What follows belongs to an exercise in optimizing a design on an open flow for small area and a short achievable clock period; a production flow would make more cautious choices.
RTL that was checked went through simulation tests only; none was proved equivalent to the original.
Power is estimated from default activity; no workload was simulated.

==> inputs of v35 <==
==> flow/design.v <==
package pixel_engine_pkg;
    typedef logic [10-1:0] coord_t;
    typedef logic [2:0] pal_idx_t;
    typedef struct packed {
        logic [3:0] red;
        logic [3:0] green;
        logic [3:0] blue;
    } rgb444_t;
    typedef struct packed {
        logic [3:0] rsvd_b;
        rgb444_t    colour_b;
        logic [3:0] rsvd_a;
        rgb444_t    colour_a;
    } palette_entry_t;
    typedef enum logic {
        KIND_WALL   = 1'b0,
        KIND_BULLET = 1'b1
    } object_kind_t;
    typedef struct packed {
        logic [6:0]   reserved;   
        pal_idx_t     pal_idx;    
        coord_t       y;
        coord_t       x;
        object_kind_t kind;
        logic         valid;
    } object_entry_t;
    typedef struct packed {
        logic       invert;
        logic [6:0] reserved;
        pal_idx_t   fg_idx;
        logic       fg_sel;
        pal_idx_t   bg_idx;
        logic       bg_sel;
    } text_cell_t;
    typedef struct packed {
        logic [7:0] red;
        logic [7:0] green;
        logic [7:0] blue;
    } rgb_t;
    function automatic rgb_t widen(rgb444_t c);
        widen = {c.red, c.red, c.green, c.green, c.blue, c.blue};
    endfunction
endpackage
`timescale 1ns/1ns
module sprite_regs (
    input  logic                           pixel_clk,
    input  logic                           reset,
    input  logic                           psel,
    input  logic                           penable,
    input  logic                           pwrite,
    input  logic [8-1:0]         paddr,
    input  logic [32-1:0]         pwdata,
    output logic [32-1:0]         prdata,
    output logic                           pready,
    output logic                           pslverr,
    output logic [8*32-1:0]     palette,        
    output logic [16*25-1:0]     object_table    
);
    logic        pal_sel;    
    logic        obj_sel;    
    logic        wr_en;
    logic [31:0] wdata;      
    assign pal_sel = paddr[7:5] == 3'b000;
    assign obj_sel = paddr[7:6] == 2'b01;
    assign wr_en   = psel && penable && pwrite;
    assign wdata   = reset ? 32'd0 : pwdata;
    for (genvar i = 0; i < 8; i++) begin : g_pal
        always_ff @(posedge pixel_clk) begin
            if (reset || (wr_en && pal_sel && paddr[4:2] == i)) begin
                palette[i*32 +: 32] <= wdata;
            end
        end
    end
    for (genvar j = 0; j < 16; j++) begin : g_obj
        always_ff @(posedge pixel_clk) begin
            if (reset || (wr_en && obj_sel && paddr[5:2] == j)) begin
                object_table[j*25 +: 25] <= wdata[24:0];
            end
        end
    end
    logic [8-1:0] pal_rd;
    logic [16-1:0] obj_rd;
    for (genvar i = 0; i < 8; i++) begin : g_pal_rd
        assign pal_rd[i] = pal_sel && paddr[4:2] == i;
    end
    for (genvar j = 0; j < 16; j++) begin : g_obj_rd
        assign obj_rd[j] = obj_sel && paddr[5:2] == j;
    end
    read_mux u_rd (
        .pal_rd       (pal_rd),
        .obj_rd       (obj_rd),
        .palette      (palette),
        .object_table (object_table),
        .prdata       (prdata)
    );
    assign pready  = 1'b1;
    assign pslverr = psel && penable && !(pal_sel || obj_sel);
endmodule
module read_mux (
    input  logic [8-1:0]     pal_rd,
    input  logic [16-1:0]     obj_rd,
    input  logic [8*32-1:0]  palette,
    input  logic [16*25-1:0]  object_table,
    output logic [32-1:0]      prdata
);
    always_comb begin
        prdata = '0;
        for (int i = 0; i < 8; i++) begin
            prdata = prdata | (palette[i*32 +: 32] & {32{pal_rd[i]}});
        end
        for (int j = 0; j < 16; j++) begin
            prdata[24:0] = prdata[24:0] | (object_table[j*25 +: 25] & {25{obj_rd[j]}});
        end
    end
endmodule
`timescale 1ns/1ns
module axis_test (
    input  logic [9:0] npos,    
    input  logic [9:0] org,     
    output logic       wall,    
    output logic       near,    
    output logic [1:0] cls      
);
    logic [9:0] pos;
    logic [4:0] dl;          
    logic [5:0] bl;          
    logic [4:0] e;           
    logic [5:0] ch;          
    logic       e0, e1, em1;
    logic       lo_small, lo_big;
    assign pos = ~npos;
    assign bl[0] = 1'b0;
    assign ch[0] = 1'b0;
    for (genvar i = 0; i < 5; i++) begin : g_bit
        assign dl[i]   = pos[i] ^ org[i] ^ bl[i];
        assign bl[i+1] = (~pos[i] & org[i]) | (~(pos[i] ^ org[i]) & bl[i]);
        assign e[i]    = npos[i+5] ^ org[i+5] ^ ch[i];
        assign ch[i+1] = (npos[i+5] & org[i+5]) | (npos[i+5] & ch[i]) | (org[i+5] & ch[i]);
    end
    assign e0  = e == 5'd31;
    assign e1  = e == 5'd30 && !ch[5];
    assign em1 = e == 5'd0  &&  ch[5];
    assign lo_small = dl[4:3] == 2'b00 && (!dl[2] || dl[1:0] == 2'b00);
    assign lo_big   = dl[4:3] == 2'b11 && dl[2];
    assign wall = bl[5] ? e1 : e0;
    assign near = (lo_small && wall) || (lo_big && (bl[5] ? e0 : em1));
    always_comb begin
        case (dl[2:0])
            3'b000:                         cls = 2'd0;
            3'b001, 3'b111, 3'b010, 3'b110: cls = 2'd1;
            3'b011, 3'b101:                 cls = 2'd2;
            default:                        cls = 2'd3;
        endcase
    end
endmodule
module object_hit (
    input  logic [24:0]                     entry,     
    input  pixel_engine_pkg::coord_t        ndraw_x,   
    input  pixel_engine_pkg::coord_t        ndraw_y,
    output logic                            hit
);
    logic       wx, wy, nx, ny;
    logic [1:0] cx, cy;
    logic       disc;
    axis_test u_x (.npos(ndraw_x), .org(entry[11:2]),  .wall(wx), .near(nx), .cls(cx));
    axis_test u_y (.npos(ndraw_y), .org(entry[21:12]), .wall(wy), .near(ny), .cls(cy));
    always_comb begin
        case ({cx, cy})
            4'b00_00, 4'b00_01, 4'b00_10, 4'b00_11,
            4'b01_00, 4'b01_01, 4'b01_10,
            4'b10_00, 4'b10_01,
            4'b11_00: disc = 1'b1;
            default:  disc = 1'b0;
        endcase
    end
    assign hit = entry[0] && (entry[1] ? (nx && ny && disc) : (wx && wy));
endmodule
`timescale 1ns/1ns
module layer_compositor (
    input  logic                                                pixel_clk,
    input  logic                                                reset,
    input  logic [16-1:0]                             hit,
    input  logic [16*25-1:0]                          object_table,
    input  logic [8*32-1:0]                          palette,    
    input  pixel_engine_pkg::coord_t                            draw_x,
    input  pixel_engine_pkg::coord_t                            draw_y,
    input  logic                                                video_on,
    input  pixel_engine_pkg::text_cell_t                        char_code,
    input  logic [7:0]                                          font_row,
    output pixel_engine_pkg::rgb_t                              rgb
);
    localparam logic [1:0] K_BLACK  = 2'd0;
    localparam logic [1:0] K_BULLET = 2'd1;
    localparam logic [1:0] K_MORTAR = 2'd2;
    localparam logic [1:0] K_BRICK  = 2'd3;
    logic        font_bit;
    logic        obj_on;
    logic        obj_bullet;
    logic [2:0]  obj_idx;
    logic        s1_video_on;
    logic        s1_text_on;
    logic [3:0]  s1_text;     
    logic        s1_obj_on;
    logic        s1_obj_bullet;
    logic [2:0]  s1_obj_idx;
    logic        s1_mortar;
    logic [4:0]  code_next;
    logic [4:0]  s2_code;
    logic [11:0] colour;      
    logic        dup;         
    logic [11:0] q_colour;
    logic        q_dup;
    assign font_bit = font_row[3'd7 - draw_x[2:0]] ^ char_code[15];
    logic [3:0] node_info [0:2*16-2];   
    logic       node_on   [0:2*16-2];
    for (genvar i = 0; i < 16; i++) begin : g_leaf
        assign node_on[16-1+i]   = hit[i];
        assign node_info[16-1+i] = {object_table[i*25 + 1], object_table[i*25 + 22 +: 3]};
    end
    for (genvar n = 16-2; n >= 0; n--) begin : g_node
        assign node_on[n]   = node_on[2*n+1] || node_on[2*n+2];
        assign node_info[n] = node_on[2*n+1] ? node_info[2*n+1] : node_info[2*n+2];
    end
    assign obj_on     = node_on[0];
    assign obj_bullet = node_info[0][3];
    assign obj_idx    = node_info[0][2:0];
    always_ff @(posedge pixel_clk) begin
        if (reset) begin
            s1_video_on <= 1'b0;
        end else begin
            s1_video_on <= video_on;
        end
    end
    always_ff @(posedge pixel_clk) begin
        s1_text_on    <= char_code != '0;
        s1_text       <= font_bit ? char_code[7:4] : char_code[3:0];
        s1_obj_on     <= obj_on;
        s1_obj_bullet <= obj_bullet;
        s1_obj_idx    <= obj_idx;
        s1_mortar     <= draw_x[4:0] == 5'd0 || draw_y[3:0] == 4'd0;
    end
    always_comb begin
        if (!s1_video_on) begin
            code_next = {3'b000, K_BLACK};
        end else if (s1_text_on) begin
            code_next = {1'b1, s1_text};
        end else if (s1_obj_on) begin
            code_next = s1_obj_bullet ? {3'b000, K_BULLET} : {1'b1, s1_obj_idx, 1'b0};
        end else if (s1_mortar) begin
            code_next = {3'b000, K_MORTAR};
        end else begin
            code_next = {3'b000, K_BRICK};
        end
    end
    always_ff @(posedge pixel_clk) begin
        if (reset) begin
            s2_code <= '0;
        end else begin
            s2_code <= code_next;
        end
    end
    always_comb begin
        colour = 12'h000;
        for (int k = 0; k < 2 * 8; k++) begin
            if (s2_code == {1'b1, 4'(k)}) begin
                colour = colour | palette[(k >> 1)*32 + (k & 1)*16 +: 12];
            end
        end
        case (s2_code)
            {3'b000, K_BULLET}: colour = colour | 12'hf50;
            {3'b000, K_MORTAR}: colour = colour | 12'h888;
            {3'b000, K_BRICK}:  colour = colour | 12'ha32;
            default:            colour = colour;
        endcase
        dup = s2_code[4] || s2_code[1:0] == K_BULLET;
    end
    always_ff @(posedge pixel_clk) begin
        if (reset) begin
            q_colour <= '0;
            q_dup    <= 1'b0;
        end else begin
            q_colour <= colour;
            q_dup    <= dup;
        end
    end
    assign rgb = {q_colour[11:8], q_colour[11:8] & {4{q_dup}},
                  q_colour[7:4],  q_colour[7:4]  & {4{q_dup}},
                  q_colour[3:0],  q_colour[3:0]  & {4{q_dup}}};
endmodule
`timescale 1ns/1ns
module pixel_engine (
    input  logic                         pixel_clk,
    input  logic                         reset,
    input  pixel_engine_pkg::coord_t     draw_x,
    input  pixel_engine_pkg::coord_t     draw_y,
    input  logic                         video_on,
    input  pixel_engine_pkg::text_cell_t char_code,
    input  logic [7:0]                   font_row,
    input  logic                         psel,
    input  logic                         penable,
    input  logic                         pwrite,
    input  logic [8-1:0]       paddr,
    input  logic [32-1:0]       pwdata,
    output logic [32-1:0]       prdata,
    output logic                         pready,
    output logic                         pslverr,
    output pixel_engine_pkg::rgb_t       rgb
);
    logic [8*32-1:0] palette;
    logic [16*25-1:0] object_table;
    logic [16-1:0]    hit;
    sprite_regs u_regs (
        .pixel_clk    (pixel_clk),
        .reset        (reset),
        .psel         (psel),
        .penable      (penable),
        .pwrite       (pwrite),
        .paddr        (paddr),
        .pwdata       (pwdata),
        .prdata       (prdata),
        .pready       (pready),
        .pslverr      (pslverr),
        .palette      (palette),
        .object_table (object_table)
    );
    pixel_engine_pkg::coord_t ndraw_x, ndraw_y;
    assign ndraw_x = ~draw_x;
    assign ndraw_y = ~draw_y;
    for (genvar i = 0; i < 16; i++) begin : g_obj
        object_hit u_hit (
            .entry  (object_table[i*25 +: 25]),
            .ndraw_x(ndraw_x),
            .ndraw_y(ndraw_y),
            .hit    (hit[i])
        );
    end
    layer_compositor u_comp (
        .pixel_clk    (pixel_clk),
        .reset        (reset),
        .hit          (hit),
        .object_table (object_table),
        .palette      (palette),
        .draw_x       (draw_x),
        .draw_y       (draw_y),
        .video_on     (video_on),
        .char_code    (char_code),
        .font_row     (font_row),
        .rgb          (rgb)
    );
endmodule
==> flow/flow/run.sh <==
#!/bin/bash
# The standard layout (standard.sh), with plain buffers on the ports in place
# of the delay-cell buffers ORFS picks by default. The make output goes to
# standard.log; ORFS keeps each step's log under orfs/logs.
set -euo pipefail
export BUFFER_PORTS_ARGS="-buffer_cell sky130_fd_sc_hd__buf_2"
bash standard.sh > standard.log 2>&1
==> flow/standard.sh <==
#!/bin/bash
# synth_recipe.tcl (not shown) runs the flow's synth.tcl, then flattens the netlist and writes it again
# the make line also repeats each setting of config.mk as NAME=value (left out here)
make -C /OpenROAD-flow-scripts/flow DESIGN_CONFIG=/design/flow/config.mk WORK_HOME=/design/flow/orfs CLKGATE_MAP_FILE= SYNTH_SCRIPT=/design/flow/synth_recipe.tcl "${@:-finish}"
==> flow/config.mk <==
export PLATFORM = sky130hd
export DESIGN_NAME = pixel_engine
export DESIGN_NICKNAME = pixel_engine
export VERILOG_FILES = /design/flow/design.v
export SDC_FILE = /design/flow/constraint.sdc
export NUM_CORES = 4
export LEC_CHECK = 0
export CAP_MARGIN = 20
export CORE_MARGIN = 2
export CORE_UTILIZATION = 40
export CTS_CLUSTER_DIAMETER = 100
export CTS_CLUSTER_SIZE = 24
export SETUP_SLACK_MARGIN = 3.8
export SLEW_MARGIN = 20
export SYNTH_HIERARCHICAL = 1
export SYNTH_MINIMUM_KEEP_SIZE = 1000
export TNS_END_PERCENT = 100
==> flow/constraint.sdc <==
create_clock -name core_clock -period 10.0 [get_ports {pixel_clk}]
set_input_delay 2.0000 -clock core_clock [delete_from_list [all_inputs] [get_ports {pixel_clk}]]
set_output_delay 2.0000 -clock core_clock [all_outputs]
set_load 0.01 [all_outputs]
==> v24: changes against v35 <==
==> flow/design.v, changed modules only <==
module sprite_regs (
    input  logic                           pixel_clk,
    input  logic                           reset,
    input  logic                           psel,
    input  logic                           penable,
    input  logic                           pwrite,
    input  logic [8-1:0]         paddr,
    input  logic [32-1:0]         pwdata,
    output logic [32-1:0]         prdata,
    output logic                           pready,
    output logic                           pslverr,
    output logic [8*32-1:0]     palette,        
    output logic [16*25-1:0]     object_table    
);
    logic        pal_sel;    
    logic        obj_sel;    
    logic        wr_en;
    logic [31:0] wdata;      
    assign pal_sel = paddr[7:5] == 3'b000;
    assign obj_sel = paddr[7:6] == 2'b01;
    assign wr_en   = psel && penable && pwrite;
    assign wdata   = reset ? 32'd0 : pwdata;
    for (genvar i = 0; i < 8; i++) begin : g_pal
        always_ff @(posedge pixel_clk) begin
            if (reset || (wr_en && pal_sel && paddr[4:2] == i)) begin
                palette[i*32 +: 32] <= wdata;
            end
        end
    end
    for (genvar j = 0; j < 16; j++) begin : g_obj
        always_ff @(posedge pixel_clk) begin
            if (reset || (wr_en && obj_sel && paddr[5:2] == j)) begin
                object_table[j*25 +: 25] <= wdata[24:0];
            end
        end
    end
    logic [8-1:0] pal_rd;
    logic [16-1:0] obj_rd;
    for (genvar i = 0; i < 8; i++) begin : g_pal_rd
        assign pal_rd[i] = pal_sel && paddr[4:2] == i;
    end
    for (genvar j = 0; j < 16; j++) begin : g_obj_rd
        assign obj_rd[j] = obj_sel && paddr[5:2] == j;
    end
    always_comb begin
        prdata = '0;
        for (int i = 0; i < 8; i++) begin
            prdata = prdata | (palette[i*32 +: 32] & {32{pal_rd[i]}});
        end
        for (int j = 0; j < 16; j++) begin
            prdata[24:0] = prdata[24:0] | (object_table[j*25 +: 25] & {25{obj_rd[j]}});
        end
    end
    assign pready  = 1'b1;
    assign pslverr = psel && penable && !(pal_sel || obj_sel);
endmodule
module axis_test (
    input  logic [9:0] npos,    
    input  logic [9:0] org,     
    output logic       wall,    
    output logic       near,    
    output logic [1:0] cls      
);
    logic [9:0]  pos;
    logic [10:0] d;
    logic [10:0] bw;   
    assign pos   = ~npos;
    assign bw[0] = 1'b0;
    for (genvar i = 0; i < 10; i++) begin : g_bit
        assign d[i]    = pos[i] ^ org[i] ^ bw[i];
        assign bw[i+1] = (~pos[i] & org[i]) | (~(pos[i] ^ org[i]) & bw[i]);
    end
    assign d[10] = bw[10];   
    assign wall = d[10:5] == 6'd0;
    assign near = (d[10:3] == 8'h00 && (!d[2] || d[1:0] == 2'b00)) ||
                  (d[10:3] == 8'hff && d[2]);
    always_comb begin
        case (d[2:0])
            3'b000:                         cls = 2'd0;
            3'b001, 3'b111, 3'b010, 3'b110: cls = 2'd1;
            3'b011, 3'b101:                 cls = 2'd2;
            default:                        cls = 2'd3;
        endcase
    end
endmodule
module layer_compositor (
    input  logic                                                pixel_clk,
    input  logic                                                reset,
    input  logic [16-1:0]                             hit,
    input  logic [16*25-1:0]                          object_table,
    input  logic [8*32-1:0]                          palette,    
    input  pixel_engine_pkg::coord_t                            draw_x,
    input  pixel_engine_pkg::coord_t                            draw_y,
    input  logic                                                video_on,
    input  pixel_engine_pkg::text_cell_t                        char_code,
    input  logic [7:0]                                          font_row,
    output pixel_engine_pkg::rgb_t                              rgb
);
    localparam logic [1:0] K_BLACK  = 2'd0;
    localparam logic [1:0] K_BULLET = 2'd1;
    localparam logic [1:0] K_MORTAR = 2'd2;
    localparam logic [1:0] K_BRICK  = 2'd3;
    logic       font_bit;
    logic       obj_on;
    logic       obj_bullet;
    logic [2:0] obj_idx;
    logic [4:0] code_next;
    logic [4:0] s1_code;
    logic [4:0] s2_code;
    logic [11:0] colour;      
    logic        dup;         
    logic [11:0] q_colour;
    logic        q_dup;
    logic [31:0] entry;
    assign font_bit = font_row[3'd7 - draw_x[2:0]] ^ char_code[15];
    always_comb begin
        obj_on     = 1'b0;
        obj_bullet = 1'b0;
        obj_idx    = '0;
        for (int i = 16 - 1; i >= 0; i--) begin
            if (hit[i]) begin
                obj_on     = 1'b1;
                obj_bullet = object_table[i*25 + 1];
                obj_idx    = object_table[i*25 + 22 +: 3];
            end
        end
    end
    always_comb begin
        if (!video_on) begin
            code_next = {3'b000, K_BLACK};
        end else if (char_code != '0) begin
            code_next = font_bit ? {1'b1, char_code[7:5], char_code[4]}
                                 : {1'b1, char_code[3:1], char_code[0]};
        end else if (obj_on) begin
            code_next = obj_bullet ? {3'b000, K_BULLET} : {1'b1, obj_idx, 1'b0};
        end else if (draw_x[4:0] == 5'd0 || draw_y[3:0] == 4'd0) begin
            code_next = {3'b000, K_MORTAR};
        end else begin
            code_next = {3'b000, K_BRICK};
        end
    end
    always_ff @(posedge pixel_clk) begin
        if (reset) begin
            s1_code <= '0;
            s2_code <= '0;
        end else begin
            s1_code <= code_next;
            s2_code <= s1_code;
        end
    end
    assign entry = palette[s2_code[3:1]*32 +: 32];
    always_comb begin
        if (s2_code[4]) begin
            colour = s2_code[0] ? entry[27:16] : entry[11:0];
            dup    = 1'b1;
        end else begin
            case (s2_code[1:0])
                K_BLACK:  begin colour = 12'h000; dup = 1'b0; end
                K_BULLET: begin colour = 12'hf50; dup = 1'b1; end
                K_MORTAR: begin colour = 12'h888; dup = 1'b0; end
                default:  begin colour = 12'ha32; dup = 1'b0; end
            endcase
        end
    end
    always_ff @(posedge pixel_clk) begin
        if (reset) begin
            q_colour <= '0;
            q_dup    <= 1'b0;
        end else begin
            q_colour <= colour;
            q_dup    <= dup;
        end
    end
    assign rgb = {q_colour[11:8], q_colour[11:8] & {4{q_dup}},
                  q_colour[7:4],  q_colour[7:4]  & {4{q_dup}},
                  q_colour[3:0],  q_colour[3:0]  & {4{q_dup}}};
endmodule
// module read_mux removed
==> flow/run.sh (new file) <==
#!/bin/bash
# synth_recipe.tcl (not shown) runs the flow's synth.tcl, then flattens the netlist and writes it again
# the make line also repeats each setting of config.mk as NAME=value (left out here)
make -C /OpenROAD-flow-scripts/flow DESIGN_CONFIG=/design/flow/config.mk WORK_HOME=/design/flow/orfs CLKGATE_MAP_FILE= SYNTH_SCRIPT=/design/flow/synth_recipe.tcl finish
==> flow/config.mk (replaced) <==
export PLATFORM = sky130hd
export DESIGN_NAME = pixel_engine
export DESIGN_NICKNAME = pixel_engine
export VERILOG_FILES = /design/flow/design.v
export SDC_FILE = /design/flow/constraint.sdc
export NUM_CORES = 4
export LEC_CHECK = 0
export CAP_MARGIN = 20
export CORE_MARGIN = 2
export CORE_UTILIZATION = 40
export SETUP_SLACK_MARGIN = 4.0
export SLEW_MARGIN = 20
export TNS_END_PERCENT = 100
removed: flow/flow/run.sh
removed: flow/standard.sh
==> v37: changes against v35 <==
==> flow/design.v, changed modules only <==
module sprite_regs (
    input  logic                           pixel_clk,
    input  logic                           reset,
    input  logic                           psel,
    input  logic                           penable,
    input  logic                           pwrite,
    input  logic [8-1:0]         paddr,
    input  logic [32-1:0]         pwdata,
    output logic [32-1:0]         prdata,
    output logic                           pready,
    output logic                           pslverr,
    output logic [8*32-1:0]     palette,        
    output logic [16*25-1:0]     object_table    
);
    logic        pal_sel;    
    logic        obj_sel;    
    logic        wr_en;
    logic [31:0] wdata;      
    assign pal_sel = paddr[7:5] == 3'b000;
    assign obj_sel = paddr[7:6] == 2'b01;
    assign wr_en   = psel && penable && pwrite;
    assign wdata   = reset ? 32'd0 : pwdata;
    for (genvar i = 0; i < 8; i++) begin : g_pal
        always_ff @(posedge pixel_clk) begin
            if (reset || (wr_en && pal_sel && paddr[4:2] == i)) begin
                palette[i*32 +: 32] <= wdata;
            end
        end
    end
    for (genvar j = 0; j < 16; j++) begin : g_obj
        always_ff @(posedge pixel_clk) begin
            if (reset || (wr_en && obj_sel && paddr[5:2] == j)) begin
                object_table[j*25 +: 25] <= wdata[24:0];
            end
        end
    end
    logic [8-1:0] pal_rd;
    logic [16-1:0] obj_rd;
    for (genvar i = 0; i < 8; i++) begin : g_pal_rd
        assign pal_rd[i] = pal_sel && paddr[4:2] == i;
    end
    for (genvar j = 0; j < 16; j++) begin : g_obj_rd
        assign obj_rd[j] = obj_sel && paddr[5:2] == j;
    end
    always_comb begin
        prdata = '0;
        for (int i = 0; i < 8; i++) begin
            prdata = prdata | (palette[i*32 +: 32] & {32{pal_rd[i]}});
        end
        for (int j = 0; j < 16; j++) begin
            prdata[24:0] = prdata[24:0] | (object_table[j*25 +: 25] & {25{obj_rd[j]}});
        end
    end
    assign pready  = 1'b1;
    assign pslverr = psel && penable && !(pal_sel || obj_sel);
endmodule
// module read_mux removed
==> flow/flow/run.sh (replaced) <==
#!/bin/bash
# The standard layout (standard.sh), with plain buffers on the ports in place
# of the delay-cell buffers ORFS picks by default, and clock tree synthesis
# without dummy loads. The make output goes to standard.log; ORFS keeps each
# step's log under orfs/logs.
set -euo pipefail
export BUFFER_PORTS_ARGS="-buffer_cell sky130_fd_sc_hd__buf_2"
export CTS_ARGS="-sink_clustering_enable -repair_clock_nets -sink_clustering_size 24 -sink_clustering_max_diameter 100 -dont_use_dummy_load"
bash standard.sh > standard.log 2>&1
==> flow/config.mk (replaced) <==
export PLATFORM = sky130hd
export DESIGN_NAME = pixel_engine
export DESIGN_NICKNAME = pixel_engine
export VERILOG_FILES = /design/flow/design.v
export SDC_FILE = /design/flow/constraint.sdc
export NUM_CORES = 4
export LEC_CHECK = 0
export CAP_MARGIN = 20
export CORE_MARGIN = 2
export CORE_UTILIZATION = 50
export GPL_ROUTABILITY_DRIVEN = 0
export PLACE_DENSITY = 0.65
export SETUP_SLACK_MARGIN = 3.8
export SLEW_MARGIN = 20
export TNS_END_PERCENT = 100
==> comparison table <==
quantity                                                                                                        v35                    v24                          v37
Outcome                                                                                              finished clean         finished clean               finished clean
Post-synthesis share of cell area spent on full adders, half adders and majority gates                        0.158                  0.166                        0.159
Timing-limited maximum frequency                                                                          0.159 GHz              0.126 GHz                    0.159 GHz
Number of instances in the placed design                                                                       4199                   4085                         3954
Global routing met2 resource utilization                                                                      0.495                  0.509                        0.567
Xor-xnor portion of the synthesized cell area                                                              0.000232               0.000235                     0.000232
Period minus WS final                                                                                       6.29 ns                7.96 ns                      6.28 ns
Utilization after layout                                                                                      0.464                  0.518                        0.567
Worst slew margin relative to its limit                                                                       0.165                  0.282                        0.158
Critical path start-end classification                                                  input pin to primary output  input pin to register  input pin to primary output
Count of clock tree sinks                                                                                       686                    679                          686
Filler instances                                                                                               8277                   7717                         5944
Clock network fraction of total power                                                                         0.254                  0.354                        0.239
Fraction of final layout cells with drive strength greater than 1                                             0.195                  0.298                        0.157
Register cell area after layout                                                                           20300 µm²              20200 µm²                    20300 µm²
Slew of the pin with the lowest slew margin                                                                 1.25 ns                1.05 ns                      1.26 ns
Die extent in y                                                                                              311 µm                 309 µm                       279 µm
Well-Tap Cells                                                                                                 1254                   1243                          969
GRT Resource Usage Total                                                                                      0.341                  0.352                        0.412
No functional check of the RTL was part of v35 and v24.

[port drivers added, routing unchanged]
The flow's constraints put no driver on any port. The routed layouts listed below were extracted and timed again, unchanged, in two steps.
Step 1 (the two cells are an assumption about what drives the block):
set clk [get_ports {pixel_clk}]
set_driving_cell -lib_cell sky130_fd_sc_hd__clkbuf_16 $clk
set_driving_cell -lib_cell sky130_fd_sc_hd__buf_2 [delete_from_list [all_inputs] $clk]
Step 2 moves the port delays by t, midway between the first and last clock arrival at a register: inputs arrive t later, outputs are due t later. That takes back most of the time a late clock gives input paths.
Slacks: ideal / step 1 / step 2; pairs: ideal / step 1.
run	t (ns)	setup slack, ns	worst hold slack (ns)	worst slew at a driven data input, ns	cell pins on the clock port's net
v35	0.676	3.707 / 3.676 / 3.087	0.482 / 0.482 / 0.482	0.08	1
v24	0.710	2.045 / 2.079 / 1.368	0.437 / 0.437 / 0.437	0.06	1
v37	0.665	3.724 / 3.651 / 3.184	0.512 / 0.512 / 0.512	0.14	1
After both steps setup and hold are still met in every run listed. For v24, which loses most, drivers alone change the setup slack by +0.034 ns; drivers and shift together by -0.677 ns.
